This design comes from an exercise in tuning for small area and a short achievable clock period on the open sky130 flow, not from production work. No functional check of the RTL was part of any run shown here. Power and IR drop assume default switching activity.

## flow/design.v (module list and top-level ports; edited modules follow where they fit)
// module booth_encode: 20 lines
// module fa_cell: 11 lines
// module result_saturate: 16 lines
// module conv3x3_mac: 3250 lines
module conv3x3_mac
(
    input  logic                             clk,
    input  logic                             reset,
    input  logic                             conv_en,
    input  logic [9*16-1:0] filter_taps,
    input  logic [9*16-1:0] window_taps,
    output logic [16-1:0]           out_data,
    output logic                             out_we
);
  // ...
==> flow/run.sh <==
#!/bin/bash
# synth_recipe.tcl (not shown) runs the flow's synth.tcl, then flattens the netlist and writes it again
# the make line also repeats each setting of config.mk as NAME=value (left out here)
make -C /OpenROAD-flow-scripts/flow DESIGN_CONFIG=/design/flow/config.mk WORK_HOME=/design/flow/orfs CLKGATE_MAP_FILE= SYNTH_SCRIPT=/design/flow/synth_recipe.tcl finish
==> flow/config.mk <==
export PLATFORM = sky130hd
export DESIGN_NAME = conv3x3_mac
export DESIGN_NICKNAME = conv3x3_mac
export VERILOG_FILES = /design/flow/design.v
export SDC_FILE = /design/flow/constraint.sdc
export NUM_CORES = 4
export LEC_CHECK = 0
export ABC_AREA = 1
export CAP_MARGIN = 20
export CORE_MARGIN = 2
export CORE_UTILIZATION = 55
export SETUP_SLACK_MARGIN = 4.9
export SLEW_MARGIN = 20
export SYNTH_HIERARCHICAL = 1
==> flow/constraint.sdc <==
create_clock -name core_clock -period 8.5 [get_ports {clk}]
set_input_delay 1.7000 -clock core_clock [delete_from_list [all_inputs] [get_ports {clk}]]
set_output_delay 1.7000 -clock core_clock [all_outputs]
set_load 0.01 [all_outputs]
==> impl_metrics.py, run 1 <==
metrics = {
    "setup_path": {
        "crit_end": "r2_q[33]",
        "crit_slowest_cell": "o22ai_1",
        "ff2ff_path_depth": 6,
        "cpLargestDelayFamily": "adder cells",
        "reg2reg_to": "r2_q[33]",
        "critPathCaptureType": "flip-flop",
    },
    "global_route": {
        "grt_overflow": 0,
        "use_met2": 0.656,
    },
    "power_and_ir_drop": {
        "power_frac_comb": 0.694,
        "p_total_w": 0.0418,
        "power_density_nw_per_um2": 545,
    },
    "route": {
        "wl_mm": 302,
        "dr_wl_met3_mm": 41.3,
        "m1WireLength_mm": 111,
        "dr.pass1.iters": 8,
        "met2WireLength_mm": 125,
    },
    "finish": {
        "drive_gt1_frac": 0.0453,
        "dominant_cells": "multi-input gates",
        "multi_input_area_share": 0.609,
        "antenna_cells": 9,
    },
    "clocking": {
        "cts_inserted_buffers": 103,
    },
    "timing": {
        "whs_ns": 0.321,
        "setup_tns_ns": 0,
        "period_needed_ns": 3.54,
    },
    "place": {
        "dpl.hpwl_mm": 245,
        "place_ws_ns": 4.72,
    },
    "die": {
        "initial_core_util": 0.555,
    },
    "outcome": {
        "status": "complete, no violations",
    },
    "hold_path": {
        "hp-class": "reg -> reg",
    },
}
==> inputs of run 2 (changes only) <==
==> flow/flow/run.sh (new file) <==
#!/bin/bash
# Layout flow: the standard ORFS flow (standard synthesis unchanged),
# except that buffer_ports makes the input and output port buffers from the
# smallest buffer, sky130_fd_sc_hd__buf_1, which the resizer may still size
# up where timing needs it. Each ORFS step keeps its own log under
# orfs/logs/; make's own output goes to flow_make.log here.
set -euo pipefail
bash standard.sh BUFFER_PORTS_ARGS="-buffer_cell sky130_fd_sc_hd__buf_1" finish > flow_make.log 2>&1
==> flow/standard.sh (new file) <==
#!/bin/bash
# synth_recipe.tcl (not shown) runs the flow's synth.tcl, then flattens the netlist and writes it again
# the make line also repeats each setting of config.mk as NAME=value (left out here)
make -C /OpenROAD-flow-scripts/flow DESIGN_CONFIG=/design/flow/config.mk WORK_HOME=/design/flow/orfs CLKGATE_MAP_FILE= SYNTH_SCRIPT=/design/flow/synth_recipe.tcl "${@:-finish}"
--- a/flow/config.mk
+++ b/flow/config.mk
@@ -9,6 +9,6 @@
 export CAP_MARGIN = 20
 export CORE_MARGIN = 2
 export CORE_UTILIZATION = 55
-export SETUP_SLACK_MARGIN = 4.9
+export SETUP_SLACK_MARGIN = 5
 export SLEW_MARGIN = 20
 export SYNTH_HIERARCHICAL = 1
removed: flow/run.sh
==> run 2 against run 1 <==
  * Via count decreased by 0.71%
  * Synthesized area unchanged
  * Core utilization shrank 1.5 points
  * Die area unchanged
  * Global-route usage shrank 0.17 points
==> impl_metrics.py, run 2 <==
metrics = {
    "clocking": {
        "htree_levels": 3,
        "root_buffer": "clkbuf_16",
        "worstSkewPairLatency_ns": 0.78,
        "clock-sinks": 935,
        "cts-hold-fix-buffers": 0,
        "cts.path.max_buffers": 3,
        "cts_tree": "yes",
        "cts_setup_buffers": 0,
        "cts_inserted_buffers": 104,
        "clkTransAtPathRegs_ns": 0.06,
    },
    "synth": {
        "yosysWarnings": 8,
        "synth_area_um2": 69700,
        "postSynthAreaPerCell_um2": 11.0,
        "syn_inst": 6363,
        "synth_nets": 7937,
    },
    "setup_path": {
        "critPathCaptureType": "flip-flop",
        "crit_arrival_ns": 4.14,
        "crit_fanout": 9,
        "ff2ff_path_depth": 6,
        "crit_type": "reg -> reg",
        "worst_setup_path_start_kind": "flip-flop",
        "worst_ep_required_time_ns": 9.13,
        "reg2reg_to": "r2_q[352]",
        "reg2reg_setup_slack_ns": 4.99,
        "reg2reg_from": "f_q[15]",
    },
    "die": {
        "dieWidth_um": 360,
        "die_y_um": 360,
        "placeableCoreArea_um2": 126000,
        "initial_core_util": 0.555,
        "num_rows": 130,
        "dieArea_um2": 130000,
        "io_pins": 308,
    },
    "finish": {
        "largest_reg_flops": 397,
        "area_growth_pct": 7.14,
        "regArea_um2": 18700,
        "layout_commonest_cell": "fa_1",
        "drive_gt1_frac": 0.0464,
        "reg_top3": "r2_q x397, f_q x144, r3_q x89",
        "regMostFlops": "r2_q",
        "multi_input_area_um2": 46700,
        "fillers": 10800,
        "layout_common_cells": "fa_1, xor2_1, o22ai_1",
        "layout.nets": 7912,
    },
    "timing": {
        "whs_ns": 0.327,
        "final-hold-violation-count": 0,
        "rsz0062_at_grt": "no",
        "maxSlewViolCount": 0,
        "setup_viol": 0,
        "min_period_over_period": 0.413,
        "setup_tns_ns": 0,
        "fin_worst_skew_ns": 0.0569,
        "slew-limit-headroom": 0.326,
        "worst_slew_pin_slew_ns": 1.00,
        "max_freq_mhz": 285,
        "period_needed_ns": 3.51,
    },
    "route": {
        "drc": 0,
        "num_vias": 52100,
        "wl_per_cell_um": 37.2,
        "vias_per_cell": 6.44,
        "drt_iter0_drc": 8122,
        "detail-route-antenna-nets": 0,
        "dr.pass1.iters": 7,
        "wl_mm": 301,
    },
    "hold_path": {
        "min-delay-start": "r3_q[84]",
        "hp-class": "reg -> reg",
        "holdPathEnd": "sum_b[31]",
        "holdPathStages": 0,
    },
    "global_route": {
        "grt_overflow": 0,
        "antenna_found_initial": 15,
        "grt_max_degree": 19,
        "grt_pass1_wl_mm": 412,
        "grt_pass1_vias": 51300,
        "grt_usage": 0.462,
    },
    "place": {
        "place.gp.congestion": 1.09,
        "dpl.hpwl_mm": 244,
        "io_buffers": 307,
    },
    "power_and_ir_drop": {
        "ir_drop_mv": 0.751,
        "power.static_leakage_nw": 31.1,
        "power_density_nw_per_um2": 569,
    },
    "run": {
        "drv_cap": 0,
    },
    "outcome": {
        "status": "complete, no violations",
    },
}
[run 2: worst max path at each step]
stage / startpoint / to / depth (start not counted)
6_report: f_q[15] / r2_q[352] / 6
5_1_grt: neg_5[4] / r2_q[57] / 6
4_1_cts: neg_5[3] / r2_q[33] / 6
3_5_place_dp: neg_6[1] / r2_q[9] / 6
3_3_place_gp: neg_6[1] / r2_q[9] / 6
2_1_floorplan: neg_0[6] / r2_q[118] / 5
[run 2: timing repair]
action,CTS,global route
endpoints found under the setup margin,42,14
resized for setup,6,8
gates cloned,0,0
pin swaps,0,0
[run 2: final cells by class]
class / count / share of cell area
antenna: 11 / 0.000368
clock inverter: 55 / 0.00884
sequential: 935 / 0.251
multi-input combinational: 4399 / 0.625
timing repair buffer: 376 / 0.0224
inverter: 522 / 0.0263
tap: 1650 / 0.0276
clock buffer: 134 / 0.0389
[run 2: through the flow]
step / setup slack (ns) / utilization / std cells / power [W] / cell area [um2]
CTS: 5.05 / 0.594 / 8071 / 0.0413 / 74600
detailed placement: 4.83 / 0.565 / 7882 / 0.0365 / 71100
global placement: 4.83 / 0.565 / 7882 / 0.0360 / 71100
global route: 5.00 / 0.594 / 8076 / 0.0440 / 74700
finish: 4.99 / 0.594 / 8082 / 0.0425 / 74700
floorplan: 5.68 / - / 6363 / 0.0219 / 69700
[run 2: power breakdown]
part           switching (W)  internal [W]
Combinational         0.0183        0.0115
Sequential           0.00124       0.00672
Clock                0.00204       0.00268
Total                 0.0216        0.0209
[run 2: worst max-delay path, stage by stage, from the launching register on]
cell and delay (ns):
dfxtp_1 0.62, inv_1 0.33, o22ai_1 0.29, xor2_1 0.23
fa_1 0.51, fa_1 0.89, fa_1 0.47
[run 2: routing by layer]
metal	track usage	wire (um)	part of all wire
met1	0.601	111000	0.37
met2	0.639	122000	0.40
met3	0.164	40700	0.14
met4	0.330	27500	0.092
met5	0	47	0.00016

==> what the ideal ports hide <==
In the flow no input, the clock included, has a driving cell. The finished layouts below were timed again as built, in two steps.
Step 1 (the two cells are an assumption about what drives the block):
set clk [get_ports {clk}]
set_driving_cell -lib_cell sky130_fd_sc_hd__clkbuf_16 $clk
set_driving_cell -lib_cell sky130_fd_sc_hd__buf_2 [delete_from_list [all_inputs] $clk]
Step 2, shift: input delay + t, output delay - t, t = (earliest + latest rising clock arrival at the registers) / 2. This alone moves slack from input paths to output paths.
Slacks: no drivers / after step 1 / after step 2; pairs: no drivers / after step 1.
run | t, ns | setup WS [ns] | worst register clock-pin slew, ns | worst data-port slew with drivers (ns) | pins driven straight from the clock port
run 1 | 0.820 | 4.963 / 4.963 / 4.963 | 0.08 / 0.08 | 0.12 | 1
run 2 | 0.830 | 4.985 / 4.985 / 4.985 | 0.07 / 0.07 | 0.10 | 1
After both steps every run listed still meets setup and hold.
